Background: an optimization exercise with open tools, aiming at small area, a short achievable clock period and few clock cycles. Do not read the settings as production practice.
At most, simulation tests tie the RTL to the original design; equivalence was not proved.
For run 4, only the layout was checked, not whether the RTL still works.
Power is estimated from default activity; no workload was simulated.

==> flow/design.v (outline; a module is shown in full before it is edited, if it fits) <==
// module nse_regs: 28 lines
// module nse_ctrl: 120 lines
// module nse_dp: 111 lines
// module nse_sqacc40: 591 lines
// module nse_sqacc41: 594 lines
// module nash_sutcliffe_efficiency_top: 70 lines
module nash_sutcliffe_efficiency_top #(
	parameter int MAX_SAMPLES = nse_pkg::MAX_SAMPLES_DEF,
	parameter int SAMPLE_BITS = nse_pkg::SAMPLE_BITS_DEF
) (
	input  logic                              clk,
	input  logic                              arst_n,
	input  logic                              s_tvalid,
	output logic                              s_tready,
	input  logic [nse_pkg::IN_DATA_W-1:0]     s_tdata,    
	input  logic                              s_tlast,    
	output logic                              m_tvalid,
	input  logic                              m_tready,
	output logic [nse_pkg::EFF_W-1:0]         m_tdata,    
	output logic [nse_pkg::STAT_W-1:0]        m_tuser,    
	input  logic                              psel,
	input  logic                              penable,
	input  logic                              pwrite,
	input  logic [nse_pkg::APB_ADDR_W-1:0]    paddr,
	input  logic [nse_pkg::APB_DATA_W-1:0]    pwdata,
	output logic [nse_pkg::APB_DATA_W-1:0]    prdata,
	output logic                              pready
);
  // ...
==> flow/run.sh <==
#!/bin/bash
# synth_recipe.tcl (not shown) runs the flow's synth.tcl, then flattens the netlist and writes it again
# the make line also repeats each setting of config.mk as NAME=value (left out here)
make -C /OpenROAD-flow-scripts/flow DESIGN_CONFIG=/design/flow/config.mk WORK_HOME=/design/flow/orfs CLKGATE_MAP_FILE= SYNTH_SCRIPT=/design/flow/synth_recipe.tcl finish
==> flow/config.mk <==
export PLATFORM = sky130hd
export DESIGN_NAME = nash_sutcliffe_efficiency_top
export DESIGN_NICKNAME = nash_sutcliffe_efficiency_top
export VERILOG_FILES = /design/flow/design.v
export SDC_FILE = /design/flow/constraint.sdc
export NUM_CORES = 4
export LEC_CHECK = 0
export CAP_MARGIN = 20
export CORE_MARGIN = 2
export CORE_UTILIZATION = 40
export SLEW_MARGIN = 20
==> flow/constraint.sdc <==
create_clock -name core_clock -period 12.0 [get_ports {clk}]
set_input_delay 2.4000 -clock core_clock [delete_from_list [all_inputs] [get_ports {clk}]]
set_output_delay 2.4000 -clock core_clock [all_outputs]
set_load 0.01 [all_outputs]
==> metrics.md, run 1 <==
| Metric | Value |
|---|---|
| Outcome | `finished clean` |
| Worst Setup EP | `u_ctrl.pn_q[33]` |
| P_sw | `approximately 4.7 mW` |
| # rows | `118` |
| RD Place Congestion | `approximately 0.9` |
| Post-synth EDFFs | `224` |
| Hold Crit Start | `u_dp.l1_q` |
| Met2 WL post-DR | `46200 µm` |
| Gate power share | `0.516` |
| Max clock buf depth | `3` |
| Final hold vios | `0` |
| Leakage | `around 21 nW` |
| NonClk Buf Share | `0.0224` |
| Skew-Pair Late Insertion Delay | `around 0.61 ns` |
| Buffers excl. clock | `about 110` |
| CP Max Fanout | `46` |
| Critical path arrival | `6.19 ns` |
| Well Taps | `around 1.4k` |
| Drt first pass iters | `5` |
| CP endpoint kind | `flop` |
| Die width | `about 330 µm` |
| Compound-Gate Fraction of Synth Area | `0.131` |
| Reg area | `~13000 µm²` |
| CP startpoint kind | `flop` |
| Share of cells above drive strength 1 | `0.0430` |
| Asr flop ratio synth | `0.0664` |
| Total track usage | `0.191` |
| Slew @ Worst Pin | `1.18 ns` |
| Most frequent cell after synthesis | `inv_1` |
| Vias in the first global route | `roughly 31k` |
| Leading area contributor after synthesis | `edfxtp_1` |
| Commonest non-fill, non-tap cell in the layout | `inv_1` |
Testbench counts, summed over its fixed seeds: cycles 17,133.
==> run 2: changes to the inputs <==
==> flow/flow/run.sh (new file) <==
#!/bin/bash
# The standard layout (the standard.sh, standard synthesis included), with timing repair
# asked to leave setup slack beyond the clock period's: ORFS's repair_timing reads the
# margin from SETUP_SLACK_MARGIN. The clock, the constraints and every other step are the
# standard flow's.
set -euo pipefail
export SETUP_SLACK_MARGIN=8.0
bash standard.sh > standard_flow.log 2>&1
==> flow/standard.sh (new file) <==
#!/bin/bash
# synth_recipe.tcl (not shown) runs the flow's synth.tcl, then flattens the netlist and writes it again
# the make line also repeats each setting of config.mk as NAME=value (left out here)
make -C /OpenROAD-flow-scripts/flow DESIGN_CONFIG=/design/flow/config.mk WORK_HOME=/design/flow/orfs CLKGATE_MAP_FILE= SYNTH_SCRIPT=/design/flow/synth_recipe.tcl "${@:-finish}"
removed: flow/run.sh
==> run 2 against run 1 <==
Sequential share of layout area shrank 1.8 points. Flip-flop and latch count is the same. Synthesized cell count is the same. Critical path type unchanged. Count of clock-buffer cells in the layout shrank 3. Wire length grew 9.8%. Non-clock buffer count grew 153. Still clean on timing, DRC and antenna. Highest routed layer is now met5.
==> metrics.md, run 2 <==
| Metric | Value |
|---|---|
| Most frequent cell after synthesis | `inv_1` |
| Via/cell ratio | `between 5 and 6` |
| Antenna diode count | `0` |
| Reg2Reg Setup Slack | `7.73 ns` |
| I/O pins | `between 100 and 150` |
| Clock Root Buffer | `clkbuf_16` |
| Sink Count | `542` |
| Global-route wire length before repair | `175000 µm` |
| # rows | `118 (unchanged)` |
| Setup TNS | `0 ns` |
| Final setup violation count | `0` |
| Max reg flops | `between 50 and 60` |
| Place WS | `6.42 ns` |
| Worst hold path type | `flop to flop` |
| Critical Path Start | `u_ctrl.nk_q` |
| Share of cells above drive strength 1 | `0.117 (+0.0744)` |
| Skew-Pair Late Insertion Delay | `0.63 ns (+0.02 ns)` |
| PortBufs | `86` |
| RD Place Congestion | `0.899 (-0.81%)` |
| Post-route ant nets | `0` |
| Largest net degree at the start of global routing | `just under 60` |
| CTS tree | `done` |
| Final Max Slew Viols | `0` |
| Leading area contributor after synthesis | `edfxtp_1` |
| Leakage | `22.4 nW (+6.2%)` |
| CP startpoint kind | `flop` |
| Syn Std Cell Area | `41800 µm²` |
| DRC violations left | `0` |
| Total track usage | `0.205 (+0.0140)` |
| Worst-path clk slew | `roughly 0.060 ns` |
| Post-synth cell types | `87` |
| Mapped Cells | `4384` |
| Max-cap violations | `0` |
| Commonest non-fill, non-tap cells in the layout | `inv_1, fa_1, ha_1` |
| Slowest CP cell | `edfxtp_1` |
| Cells along the critical path | `buf_12 -> nor2b_4 -> buf_12 -> a22oi_2 -> fa_2 -> inv_2 -> fa_2 -> a211oi_4 -> o21ai_1 -> o211ai_1 -> nand4_1 -> a31oi_4 -> nand2_4 -> a211oi_4 -> buf_12 -> nor2_4 -> buf_6 -> clkbuf_16 -> a22oi_1 -> o21ai_2` |
| Asr flop ratio synth | `0.0664 (unchanged)` |
| Synth Warn # | `3` |
| Area Growth Syn to Fin | `17.5%` |
| Fillers | `a little under 10k` |
| Die Y-Extent | `~330 µm` |
| Multi-input logic area | `around 27000 µm²` |
| Largest Register | `u_ctrl.pn_q` |
| Worst slew margin | `0.330` |
| WL final | `~110000 µm` |
| Hpwl dp | `between 70000 and 80000 µm` |
| Worst Path Required | `about 12 ns` |
| Die Area | `107000 µm²` |
| Worst vdd ir | `0.181 mV` |
| Sequential share of the synthesized area | `0.318` |
| Vias in the first global route | `31.8k (+4.0%)` |
| Hold Crit Start | `u_dp.l1_q` |
| CP endpoint kind | `flop` |
| RR Startpoint | `u_ctrl.nk_q` |
| CTS buffer count | `66` |
| Slew @ Worst Pin | `0.995 ns (-0.181 ns)` |
| Fin crit share | `0.356` |
| CP Max Fanout | `5 (-89%)` |
| Initial Util | `0.403` |
| Slowest stage delay, CP | `0.43 ns` |
| Fmax | `approximately 0.23 GHz` |
| Outcome | `finished clean` |
| Final hold vios | `0 (unchanged)` |
| #FFs+latches synth | `542` |
| CP dominant cell by count | `buf_12` |
| Post-synth EDFFs | `224 (unchanged)` |
| Initial antenna violation count | `2` |
| Core box area | `~100000 µm²` |
| Top flop regs | `u_ctrl.pn_q: 51 flops, u_ctrl.pd_q: 50 flops` |
| Top area cells in the synthesized netlist | `edfxtp_1, fa_1, dfxtp_1` |
| Nets | `around 5.2k` |
| Final worst setup slack | `~7.7 ns` |
| DR vias | `roughly 32k` |
| WL per Instance | `about 19 µm` |
| Tmin final | `4.27 ns` |
| Most frequent cells after synthesis | `inv_1, ha_1, fa_1, nand2_1, dfxtp_1` |
| Die width | `327 µm (unchanged)` |
| Drt first pass iters | `6 (+1)` |
| Reg area | `13300 µm² (about the same)` |
| RSZ-0062 raised after global routing | `true` |
| Mapped Avg Cell Area | `approximately 9.5 µm²` |
| Commonest non-fill, non-tap cell in the layout | `inv_1` |
| Critical path arrival | `4.63 ns (-1.56 ns)` |
| GR Overflow Total | `0` |
| WS Path Type | `flop to flop` |
| Yosys top cell area share | `0.161` |
| Hold slack | `around 0.37 ns` |
| Max clock buf depth | `3 (unchanged)` |
| Top FF cell, synth | `dfxtp_1` |
| H-tree depth | `3` |
| PD cells | `~260 nW/µm²` |
| Starting DRT DRC Count | `around 2.1k` |
| Final Skew | `slightly below 0.03 ns` |
==> run 2: cell counts after synthesis <==
Identical to the previous run, type by type.
==> run 2: logic make-up (layout without fill, tap and decap cells) <==
group           after synthesis  count (layout)  synth area share
compound gates              844             844             0.131
xor+xnor                    298             298            0.0625
fa+ha+maj                   651             651             0.252
buf+inv                     740             908            0.0709
flops                       542             542             0.318
mux                          26              26           0.00922
other cells                   2              24          0.000180
simple gates               1281            1281             0.156
==> run 2: through the flow <==
step                std cells  instance area, µm²   util  power (mW)
floorplan                4406               42000      -        7.18
global placement         5680               43800  0.422        8.59
detailed placement       5680               43800  0.422        8.64
CTS                      5925               48100  0.464        12.0
global route             5954               49100  0.474        13.5
finish                   5954               49100  0.474        12.7
==> run 2: what timing repair did <==
| item | in CTS | in global routing |
|---|---|---|
| resized for setup | 243 | 154 |
| hold buffers | 0 | 0 |
| gates cloned | 17 | 6 |
| setup endpoints to repair | 163 | 86 |
| pin swaps | 65 | 67 |
| setup buffers | 107 | 23 |
==> run 2: path summary, 6_finish.rpt <==
kind / endpoint / cells past startpoint
min reg2reg: u_dp.l2_q / 0
min in group asynchronous: u_regs.skip_q[8] / 1
max reg2reg: u_ctrl.pn_q[22] / 20
max: u_ctrl.pn_q[22] / 20
min: u_dp.l2_q / 0
max in group asynchronous: u_ctrl.div_q / 1
==> run 2: layout make-up <==
cell class                 count  area share
multi-input combinational   3124       0.550
sequential                   542       0.271
timing repair buffer         262      0.0591
inverter                     525      0.0401
clock buffer                 100      0.0396
tap                         1380      0.0352
clock inverter                21     0.00512
==> run 2: layer usage <==
layer / routed length [µm] / GRT usage / part of all wire
met1: 49100 / 0.277 / 0.44
met2: 52600 / 0.340 / 0.47
met3: 6780 / 0.0305 / 0.060
met4: 3580 / 0.0652 / 0.032
met5: 18 / 0 / 0.00016
==> run 2: worst max-delay path, delay by kind of cell, from the launching register on <==
| kind | cells | cell delay, ns |
|---|---|---|
| buffers and inverters | 6 | 0.84 |
| flip-flops | 1 | 0.43 |
| adder cells (fa/ha/maj) | 2 | 0.64 |
| AO/OA/AOI/OAI | 8 | 1.53 |
| AND/OR/NAND/NOR | 4 | 0.56 |
==> run 2: report_power, final <==
group,total [mW],switching [mW],internal (mW)
logic,7.67,4.35,3.32
clock network,2.04,0.824,1.21
registers,3.01,0.475,2.54
total,12.7,5.65,7.07
==> run 3: changes to the inputs <==
--- a/flow/flow/run.sh
+++ b/flow/flow/run.sh
@@ -6,3 +6,3 @@
 set -euo pipefail
-export SETUP_SLACK_MARGIN=8.0
+export SETUP_SLACK_MARGIN=7.5
 bash standard.sh > standard_flow.log 2>&1
==> run 3 against run 2 <==
Combinational power decreased by 22%. Flip-flop and latch count unchanged. Final area decreased by 5.0%. Critical path depth decreased by 19. Hold slack got worse by 0.019 ns. Global-route usage decreased by 0.95 points. Critical path type is now flop to primary output.
==> metrics.md, run 3 <==
| Metric | Value |
|---|---|
| Starting DRT DRC Count | `1922 (-7.6%)` |
| Mapped Avg Cell Area | `9.53 µm² (unchanged)` |
| Cts hold-fix bufs | `0 (unchanged)` |
| Met1 WL | `47000 µm (-4.3%)` |
| Clock Root Buffer | `clkbuf_16` |
| DR vias | `30.4k (-3.7%)` |
| Met2 WL post-DR | `50000 µm (-5.0%)` |
| CP startpoint kind | `flop` |
| Skew-Pair Late Insertion Delay | `0.63 ns (about the same)` |
| Slowest CP cell | `clkdlybuf4s50_1` |
| Area Growth Syn to Fin | `11.6%` |
| Place WS | `6.33 ns (-0.0856 ns)` |
| Fin crit share | `0.367 (+0.0105)` |
| Vias in the first global route | `30.8k (-3.2%)` |
| Largest Register | `u_ctrl.pn_q` |
| Setup TNS | `0 ns (unchanged)` |
| #FFs+latches synth | `542 (unchanged)` |
| Final setup violation count | `0 (unchanged)` |
| Die Y-Extent | `327 µm (unchanged)` |
| Worst vdd ir | `0.171 mV (-5.8%)` |
| Reg2Reg Setup Slack | `7.65 ns (-0.08 ns)` |
| Worst-path clk slew | `0.06 ns (about the same)` |
| Max clock buf depth | `3 (unchanged)` |
| Slowest stage delay, CP | `0.72 ns (+0.29 ns)` |
| Core box area | `104000 µm² (unchanged)` |
| Commonest non-fill, non-tap cells in the layout | `inv_1, ha_1, fa_1` |
| CP Max Fanout | `10 (+5)` |
| Hold depth | `0 (unchanged)` |
| WS Path Type | `flop to primary output` |
| RR Startpoint | `u_ctrl.xq_q[13]` |
| Final Skew | `0.0289 ns (-0.000348 ns)` |
| H-tree depth | `3 (unchanged)` |
| Syn Std Cell Area | `41800 µm² (unchanged)` |
| GR Overflow Total | `0 (unchanged)` |
| Max reg flops | `51 (unchanged)` |
| Critical path arrival | `2.00 ns (-2.63 ns)` |
| DRC violations left | `0 (unchanged)` |
| Top FF cell, synth | `dfxtp_1` |
| Nets | `5123 (-2.3%)` |
| Crit path max-delay family | `buffers and inverters` |
| Worst Hold Endpoint | `u_dp.l2_q` |
| PortBufs | `86 (unchanged)` |
| Utilization after layout | `0.450 (-0.0236)` |
| Share of cells above drive strength 1 | `0.0577 (-0.0597)` |
| Sequential share of the synthesized area | `0.318 (unchanged)` |
| Die Area | `107000 µm² (unchanged)` |
| Tmin final | `4.40 ns (+0.126 ns)` |
| Sink Count | `542 (unchanged)` |
| Final Max Slew Viols | `0 (unchanged)` |
| Most frequent cell after synthesis | `inv_1` |
| Mapped Cells | `4384 (unchanged)` |
| Drt first pass iters | `6 (unchanged)` |
| Largest net degree at the start of global routing | `71 (+20%)` |
| Post-synth EDFFs | `224 (unchanged)` |
| CTS tree | `done` |
| Fillers | `9990 (+2.8%)` |
| Total track usage | `0.196 (-0.00951)` |
| Overall Power | `11.1 mW (-12%)` |
| CP bufs+invs | `1 (-5)` |
| WL per Instance | `18.1 µm (-4.0%)` |
| I/O pins | `136 (unchanged)` |
| Fmax | `0.227 GHz (-2.9%)` |
| Final hold vios | `0 (unchanged)` |
| Asr flop ratio synth | `0.0664 (unchanged)` |
| CTS buffer count | `67 (+1.5%)` |
| Met3 routed WL | `5700 µm (-16%)` |
| Via/cell ratio | `5.22 (-1.7%)` |
| RSZ-0062 raised after global routing | `true` |
| RD Place Congestion | `0.890 (-1.0%)` |
| Die width | `327 µm (unchanged)` |
| Leading area contributor after synthesis | `edfxtp_1` |
| CP endpoint kind | `primary output` |
| Max-cap violations | `0 (unchanged)` |
| Synth Warn # | `3 (unchanged)` |
| Initial antenna violation count | `4 (+2)` |
| Outcome | `finished clean` |
| Most frequent cells after synthesis | `inv_1, ha_1, fa_1, nand2_1, dfxtp_1` |
| WL final | `105000 µm (-5.9%)` |
| PD cells | `239 nW/µm² (-7.9%)` |
| Reg-to-reg endpoint | `u_ctrl.pd_q[40]` |
| Hold Crit Start | `u_dp.l1_q` |
| Commonest non-fill, non-tap cell in the layout | `inv_1` |
| Worst slew margin | `0.304 (-0.0266)` |
| Initial Util | `0.403 (unchanged)` |
| Top area cells in the synthesized netlist | `edfxtp_1, fa_1, dfxtp_1` |
| Slew @ Worst Pin | `1.03 ns (+0.0396 ns)` |
| # rows | `118 (unchanged)` |
| Yosys top cell area share | `0.161 (unchanged)` |
| Post-route ant nets | `0 (unchanged)` |
| Post-synth cell types | `87 (unchanged)` |
| Cells along the critical path | `clkdlybuf4s50_1` |
| Worst Path Required | `9.60 ns (-2.75 ns)` |
| Worst hold path type | `flop to flop` |
| Top Layer Used | `met4` |
| Leakage | `21.3 nW (-4.7%)` |
| Final worst setup slack | `7.60 ns (-0.126 ns)` |
| Hpwl dp | `77700 µm (-0.46%)` |
| Global-route wire length before repair | `168000 µm (-3.9%)` |
| Register-to-Register Path Depth | `16 (-20%)` |
| Top flop regs | `u_ctrl.pn_q: 51 flops, u_ctrl.pd_q: 50 flops` |
[run 3: layout make-up]
cell class	count	area, µm²	area share
diodes	1	2.50	0.0000536
clock buffers	98	1890	0.0406
well taps	1380	1730	0.0370
repair buffers	138	1420	0.0304
multi-input cells	3124	26000	0.557
clock inverters	25	369	0.00791
flip-flops and latches	542	13300	0.285
inverters	525	1970	0.0423
[run 3: per-stage QoR]
stage,area (µm²),std cells,hold slack [ns]
after floorplan,41900,4406,0.331
after global placement,43700,5677,0.345
after detailed placement,43700,5677,0.347
after CTS,46300,5816,0.350
after global routing,46600,5832,0.369
final,46600,5833,0.352
[run 3: metal layers]
layer / vias up / GRT usage
met5: - / 0
met4: 0 / 0.0573
met3: 144 / 0.0258
met2: 724 / 0.327
met1: 14900 / 0.266
li1: 14700 / -
[run 3: cells by family after synthesis]
| family | after synthesis | share of synthesized area |
|---|---|---|
| flip-flops | 542 | 0.318 |
| adder cells (fa/ha/maj) | 651 | 0.252 |
| multiplexers | 26 | 0.00922 |
| XOR/XNOR | 298 | 0.0625 |
| AO/OA/AOI/OAI | 844 | 0.131 |
| buffers and inverters | 740 | 0.0709 |
| AND/OR/NAND/NOR | 1281 | 0.156 |
| other | 2 | 0.000180 |
[run 3: how the worst max path moves through the flow]
stage                           end            start  cells after the start  slack (ns)
floorplan               u_ctrl.nk_q   u_ctrl.st_q[1]                      3        7.02
global placement    u_ctrl.pn_q[23]     u_ctrl.div_q                     16        6.37
detailed placement  u_ctrl.pn_q[41]     u_ctrl.div_q                     16        6.33
CTS                 u_ctrl.pn_q[41]      u_ctrl.nk_q                     18        7.47
global route        u_ctrl.pd_q[48]  u_ctrl.xq_q[23]                     15        7.45
finish                  m_tdata[18]  u_ctrl.xq_q[18]                      1        7.60
[run 3: timing repair]
action                     in CTS  in global routing
setup endpoints to repair      72                 70
buffers inserted               15                 14
pin swaps                       5                 13
resized for setup              34                 44
cloned                          1                  2
[run 3: power by group]
| part | internal, mW | total (mW) | switching (mW) |
|---|---|---|---|
| Sequential | 2.54 | 3.06 | 0.527 |
| Clock | 1.24 | 2.09 | 0.851 |
| Combinational | 2.38 | 5.98 | 3.59 |
==> module nse_ctrl, before the edit <==
module nse_ctrl (
	input  logic                           clk,
	input  logic                           arst_n,
	input  logic                           handoff,
	output logic                           bk_idle_nxt,
	input  logic [9:0]                     n_i,
	input  logic [24:0]                    so_i,
	input  logic [39:0]                    soo_i,
	input  logic [40:0]                    see_i,
	output logic                           m_tvalid,
	input  logic                           m_tready,
	output logic [nse_pkg::EFF_W-1:0]      m_tdata,
	output logic [nse_pkg::STAT_W-1:0]     m_tuser
);
	typedef enum logic [2:0] {
		B_IDLE = 3'd0,
		B_MUL  = 3'd1,
		B_CHK  = 3'd2,
		B_DIV  = 3'd4,
		B_FIN  = 3'd5,
		B_OUT  = 3'd6
	} bstate_t;
	bstate_t     st_q;
	logic [4:0]  k_q;
	logic [9:0]  n_q;
	logic [39:0] soo_q;
	logic [40:0] see_q;
	logic [25:0] xq_q;      
	logic [49:0] pd_q;      
	logic [50:0] pn_q;      
	logic [1:0]  stat_q;
	logic        valid_q, few_q, div_q;
	logic        nk_q, sk_q, top_q;    
	logic [4:0] km1;
	assign km1 = k_q - 5'd1;
	logic [49:0] so_ext, d_add_a, d_add_b, pd_mul;
	assign so_ext  = {{25{xq_q[24]}}, xq_q[24:0]};
	assign d_add_a = nk_q ? {10'd0, soo_q} : 50'd0;
	assign d_add_b = sk_q ? (top_q ? so_ext : ~so_ext) : 50'd0;
	assign pd_mul  = {pd_q[48:0], 1'b0} + d_add_a + d_add_b + {49'd0, sk_q && !top_q};
	logic [50:0] pn_opb, pn_sum;
	logic        qb;
	assign pn_opb = div_q ? ~{1'b0, pd_q} : (nk_q ? {10'd0, see_q} : 51'd0);
	assign pn_sum = {pn_q[49:0], div_q && xq_q[25]} + pn_opb + {50'd0, div_q};
	assign qb     = !pn_sum[50];
	logic        flat, sat;
	logic [25:0] w;
	logic [23:0] eff;
	assign flat = pd_q == 50'd0;
	assign sat  = xq_q[25] || (xq_q[24] && ((xq_q[23:17] != 7'd0) || (&xq_q[16:0])));
	assign w    = 26'h0020000 - {1'b0, xq_q[24:0]};
	assign eff  = sat ? 24'h800000 : w[24:1];
	always_ff @(posedge clk or negedge arst_n) begin
		if (!arst_n) begin
			st_q    <= B_IDLE;
			valid_q <= 1'b0;
			div_q   <= 1'b0;
			k_q     <= '0;
		end else begin
			case (st_q)
				B_IDLE: if (handoff) begin st_q <= B_MUL; k_q <= 5'd24; end
				B_MUL: begin
					k_q <= (k_q == 5'd0) ? 5'd25 : km1;
					if (k_q == 5'd0) st_q <= B_CHK;
				end
				B_CHK: begin
					st_q  <= (few_q || flat) ? B_FIN : B_DIV;
					div_q <= !(few_q || flat);
				end
				B_DIV: begin
					k_q <= km1;
					if (k_q == 5'd0) begin st_q <= B_FIN; div_q <= 1'b0; end
				end
				B_FIN: begin st_q <= B_OUT; valid_q <= 1'b1; end
				B_OUT: if (m_tready) begin st_q <= B_IDLE; valid_q <= 1'b0; end
				default: st_q <= B_IDLE;
			endcase
		end
	end
	always_ff @(posedge clk) begin
		case (st_q)
			B_IDLE: if (handoff) begin
				n_q   <= n_i;
				few_q <= n_i == 10'd0;
				soo_q <= soo_i;
				see_q <= see_i;
				xq_q  <= {1'b0, so_i};
				pd_q  <= '0;
				pn_q  <= '0;
				nk_q  <= 1'b0;
				sk_q  <= so_i[24];
				top_q <= 1'b1;
			end
			B_MUL: begin
				pd_q  <= pd_mul;
				pn_q  <= pn_sum;
				nk_q  <= (km1 < 5'd10) && n_q[km1[3:0]];
				sk_q  <= (km1 < 5'd25) && xq_q[km1];
				top_q <= 1'b0;
			end
			B_CHK: begin
				pn_q <= {9'd0, pn_q[50:9]};
				xq_q <= {pn_q[8:0], 17'd0};
			end
			B_DIV: begin
				pn_q <= qb ? {1'b0, pn_sum[49:0]} : {pn_q[49:0], xq_q[25]};
				xq_q <= {xq_q[24:0], qb};
			end
			B_FIN: begin
				stat_q <= few_q ? nse_pkg::STAT_FEW : (flat ? nse_pkg::STAT_FLAT : nse_pkg::STAT_OK);
				xq_q   <= (few_q || flat) ? 26'd0 : {2'b0, eff};
			end
			default: ;
		endcase
	end
	assign bk_idle_nxt = ((st_q == B_IDLE) && !handoff) || ((st_q == B_OUT) && m_tready);
	assign m_tvalid    = valid_q;
	assign m_tdata     = xq_q[23:0];
	assign m_tuser     = stat_q;
endmodule
==> run 4: changes to the inputs <==
--- a/flow/design.v
+++ b/flow/design.v
@@ -90,5 +90,5 @@
 	logic [50:0] pn_opb, pn_sum;
-	logic        qb;
-	assign pn_opb = div_q ? ~{1'b0, pd_q} : (nk_q ? {10'd0, see_q} : 51'd0);
-	assign pn_sum = {pn_q[49:0], div_q && xq_q[25]} + pn_opb + {50'd0, div_q};
+	logic        qb, sub_q;
+	assign pn_opb = div_q ? ({1'b0, pd_q} ^ {51{sub_q}}) : (nk_q ? {10'd0, see_q} : 51'd0);
+	assign pn_sum = {pn_q[49:0], div_q && xq_q[25]} + pn_opb + {50'd0, div_q && sub_q};
 	assign qb     = !pn_sum[50];
@@ -150,8 +150,10 @@
 			B_CHK: begin
-				pn_q <= {9'd0, pn_q[50:9]};
-				xq_q <= {pn_q[8:0], 17'd0};
+				pn_q  <= {9'd0, pn_q[50:9]};
+				xq_q  <= {pn_q[8:0], 17'd0};
+				sub_q <= 1'b1;
 			end
 			B_DIV: begin
-				pn_q <= qb ? {1'b0, pn_sum[49:0]} : {pn_q[49:0], xq_q[25]};
-				xq_q <= {xq_q[24:0], qb};
+				pn_q  <= pn_sum;
+				xq_q  <= {xq_q[24:0], qb};
+				sub_q <= qb;
 			end
==> flow/flow/run.sh (replaced) <==
#!/bin/bash
# The standard layout (the standard.sh, standard synthesis included) with two layout
# choices: timing repair is asked to leave setup slack beyond the clock period's (ORFS's
# repair_timing reads the margin from SETUP_SLACK_MARGIN), and the port buffers that
# buffer_ports puts on every input and output are plain buffers (sky130_fd_sc_hd__buf_2,
# which repair may resize) instead of its default delay cell. The clock, the constraints
# and every other step are the standard flow's.
set -euo pipefail
export SETUP_SLACK_MARGIN=8.0
export BUFFER_PORTS_ARGS="-buffer_cell sky130_fd_sc_hd__buf_2"
bash standard.sh > standard_flow.log 2>&1
==> run 4 against run 3 <==
Still clean. Cell count up 3.4%. Flip-flop and latch count up 1. Register-to-register slack better by 0.12 ns. Clock power about the same. Wire length up 9.5%. Hold slack better by 0.0022 ns. Final area up 4.5%. Non-clock buffer count up 52. Setup slack better by 0.17 ns. Via count up 5.3%. Sequential power up 9.2%. Sequential share of layout area down 1.2 points.
==> metrics.md, run 4 <==
| Metric | Value |
|---|---|
| Largest Register | `u_ctrl.pn_q` |
| Sink Count | `543 (+0.18%)` |
| Fin cells | `6032 (+3.4%)` |
| Fmax | `0.237 GHz (+4.1%)` |
| Via/cell ratio | `5.32 (+1.8%)` |
| Global-route wire length before repair | `179000 µm (+6.6%)` |
| Worst Hold Endpoint | `u_dp.l2_q` |
| Final Max Slew Viols | `0 (unchanged)` |
| CTS tree | `done` |
| Die Y-Extent | `332 µm (+1.5%)` |
| RD Place Congestion | `0.925 (+3.9%)` |
| Max-cap violations | `0 (unchanged)` |
| Worst Path Required | `12.35 ns (+2.75 ns)` |
| Most frequent cells after synthesis | `inv_1, ha_1, fa_1, nand2_1, dfxtp_1` |
| Post-synth cell types | `98 (+13%)` |
| Commonest non-fill, non-tap cells in the layout | `inv_1, fa_1, ha_1` |
| CP endpoint kind | `flop` |
| Hold slack | `0.355 ns (+0.00220 ns)` |
| WL final | `115000 µm (+9.5%)` |
| Die Area | `110000 µm² (+3.0%)` |
| Final Skew | `0.0328 ns (+0.00392 ns)` |
| H-tree depth | `3 (unchanged)` |
| Critical path arrival | `4.58 ns (+2.58 ns)` |
| GR Overflow Total | `0 (unchanged)` |
| GRT Max-Usage Layer | `met2` |
| Placed Cells | `5824 (+2.6%)` |
| Final hold vios | `0 (unchanged)` |
| RSZ-0062 raised after global routing | `true` |
| Post-route ant nets | `0 (unchanged)` |
| Initial antenna violation count | `0 (-4)` |
| CP startpoint kind | `flop` |
| DRC violations left | `0 (unchanged)` |
| Mapped Cells | `4525 (+3.2%)` |
| Max reg flops | `51 (unchanged)` |
| Hold depth | `0 (unchanged)` |
| Commonest non-fill, non-tap cell in the layout | `inv_1` |
| Core box area | `107000 µm² (+3.1%)` |
| PortBufs | `86 (unchanged)` |
| Final setup violation count | `0 (unchanged)` |
| Met3 GRT Util | `0.0333 (+0.00754)` |
| PD cells | `280 nW/µm² (+17%)` |
| Register-to-Register Path Depth | `17 (+1)` |
| Area after DPL | `44400 µm² (+1.7%)` |
| Clock Root Buffer | `clkbuf_16` |
| Worst-path clk slew | `0.06 ns (about the same)` |
| WL per Instance | `19.1 µm (+5.9%)` |
| Initial Util | `0.403 (-0.000421)` |
| I/O pins | `136 (unchanged)` |
| CP Max Fanout | `13 (+3)` |
| Worst vdd ir | `0.248 mV (+45%)` |
| Asr flop ratio synth | `0.0663 (-0.000122)` |
| Vias in the first global route | `31.9k (+3.7%)` |
| Overall Power | `13.6 mW (+23%)` |
| Met2 Track Usage GR | `0.328 (+0.00141)` |
| Reg2Reg Setup Slack | `7.77 ns (+0.12 ns)` |
| Share of cells above drive strength 1 | `0.117 (+0.0596)` |
| Fin crit share | `0.352 (-0.0144)` |
| # rows | `120 (+1.7%)` |
| Leakage | `22.3 nW (+4.5%)` |
| WS Path Type | `flop to flop` |
| Post-synth EDFFs | `225 (+0.45%)` |
| DR vias | `32.1k (+5.3%)` |
| Skew-Pair Late Insertion Delay | `0.63 ns (about the same)` |
| Die width | `332 µm (+1.5%)` |
| Worst slew margin | `0.385 (+0.0810)` |
| Starting DRT DRC Count | `2002 (+4.2%)` |
| Mapped Avg Cell Area | `9.52 µm² (-0.17%)` |
| Max clock buf depth | `3 (unchanged)` |
| Synth Warn # | `3 (unchanged)` |
| Area Growth Syn to Fin | `13.2%` |
| Hpwl dp | `84100 µm (+8.2%)` |
| Top FF cell, synth | `dfxtp_1` |
| Leading area contributor after synthesis | `edfxtp_1` |
| Nets | `5301 (+3.5%)` |
| Met1 usage | `0.283 (+0.0169)` |
| Slew @ Worst Pin | `0.923 ns (-0.112 ns)` |
| Worst hold path type | `flop to flop` |
| Total track usage | `0.206 (+0.00989)` |
| Tmin final | `4.23 ns (-0.173 ns)` |
| RR Startpoint | `u_ctrl.top_q` |
| CTS buffer count | `67 (unchanged)` |
| Most frequent cell after synthesis | `inv_1` |
| Largest net degree at the start of global routing | `68 (-4.2%)` |
| Top flop regs | `u_ctrl.pn_q: 51 flops, u_ctrl.pd_q: 50 flops` |
| Setup TNS | `0 ns (unchanged)` |
| Top area cells in the synthesized netlist | `edfxtp_1, fa_1, dfxtp_1` |
| Yosys top cell area share | `0.157 (-0.00404)` |
| #FFs+latches synth | `543 (+0.18%)` |
| Design area | `48700 µm² (+4.5%)` |
| Hold Crit Start | `u_dp.l1_q` |
| Sequential share of the synthesized area | `0.309 (-0.00866)` |
| Syn Std Cell Area | `43100 µm² (+3.0%)` |
| Drt first pass iters | `5 (-1)` |
| Reg-to-reg endpoint | `u_ctrl.pd_q[45]` |
| Outcome | `finished clean` |
run 4: kinds of logic after synthesis:
logic type | share of synthesized area
AOI/OAI and AO/OA | 0.132
xor gates and xnor gates | 0.0645
adders and majority gates | 0.245
buffers and inverters | 0.0698
DFF | 0.309
muxes | 0.0115
other | 0.000174
and+or+nand+nor | 0.168
run 4: what timing repair did:
| item | CTS | global route |
|---|---|---|
| hold buffers | 0 | 0 |
| setup endpoints to repair | 106 | 51 |
| pin swaps | 38 | 52 |
| resized for setup | 89 | 156 |
| gates cloned | 8 | 1 |
| buffers inserted | 49 | 28 |
run 4: report_power, final:
part / switching [mW] / total [mW] / internal [mW]
combinational: 4.76 / 8.20 / 3.44
clock: 0.831 / 2.10 / 1.27
sequential: 0.655 / 3.34 / 2.68
run 4: area by class of cell:
cell class	instances	area, µm²
antenna	1	2.50
sequential	543	13300
tap	1403	1760
inverter	506	1900
clock buffer	95	1970
multi-input combinational	3268	27900
timing repair buffer	190	1620
fill	10300	58200
clock inverter	26	302
run 4: through the flow:
stage               setup WS [ns]  utilization
global placement             6.97        0.415
CTS                          7.93        0.447
global route                 7.66        0.456
finish                       7.77        0.456
detailed placement           6.96        0.415
floorplan                    6.93            -
run 4: worst max-delay path by stage:
stage / start / endpoint / slack, ns / cells past startpoint
4_1_cts: u_ctrl.top_q / u_ctrl.pd_q[45] / 7.93 / 17
3_5_place_dp: u_ctrl.sk_q / u_ctrl.pd_q[45] / 6.96 / 12
5_1_grt: u_ctrl.top_q / u_ctrl.pd_q[47] / 7.66 / 17
3_3_place_gp: u_ctrl.sk_q / u_ctrl.pd_q[45] / 6.97 / 12
6_report: u_ctrl.top_q / u_ctrl.pd_q[45] / 7.77 / 17
2_1_floorplan: u_ctrl.st_q[2] / u_ctrl.nk_q / 6.93 / 4
run 4: worst max-delay path: stages (launching register included):
cell      delay, ns
edfxtp_1       0.44
buf_6          0.17
buf_16         0.17
xnor2_2        0.16
nand2_1        0.10
fa_1           0.54
inv_1          0.06
ha_4           0.28
nand4_1        0.23
o41ai_2        0.41
a21oi_1        0.15
o31ai_2        0.12
a21oi_2        0.11
o31a_1         0.41
o21ai_4        0.23
a311oi_2       0.11
buf_4          0.17
mux2i_1        0.11
run 4: per-layer routing:
layer  wire length (µm)  vias up  share of wire
met5                  0        -              0
met1              52500    15700           0.45
met4               3810        0          0.033
met2              52300      845           0.45
li1                   -    15300              -
met3               6830      202          0.059

==> afterwards: timing with drivers on the ports <==
The results above use ideal ports. As a check the final layouts listed here were re-extracted and re-timed, cells and wires unchanged.
Step 1, drivers: a clkbuf_16 drives clk and a buf_2 each remaining input, both assumed.
Step 2 also shifts input and output timing later by t, the mid clock arrival at the registers, as if the neighbouring blocks saw the same clock.
Three values: no drivers, after step 1, after step 2; two values: the first two.
run	t, ns	setup WS [ns]	worst setup path after step 2	clock arrival spread, ns	worst slew at a driven data input, ns
run 1	0.663	6.141 / 6.141 / 6.141	register to register	0.024 / 0.023	0.20
run 2	0.676	7.726 / 7.726 / 7.726	register to register	0.030 / 0.031	0.20
run 3	0.678	7.599 / 7.535 / 7.648	register to register	0.030 / 0.030	0.19
run 4	0.684	7.772 / 7.772 / 7.772	register to register	0.033 / 0.032	0.10
After both steps setup and hold are still met in every run listed.
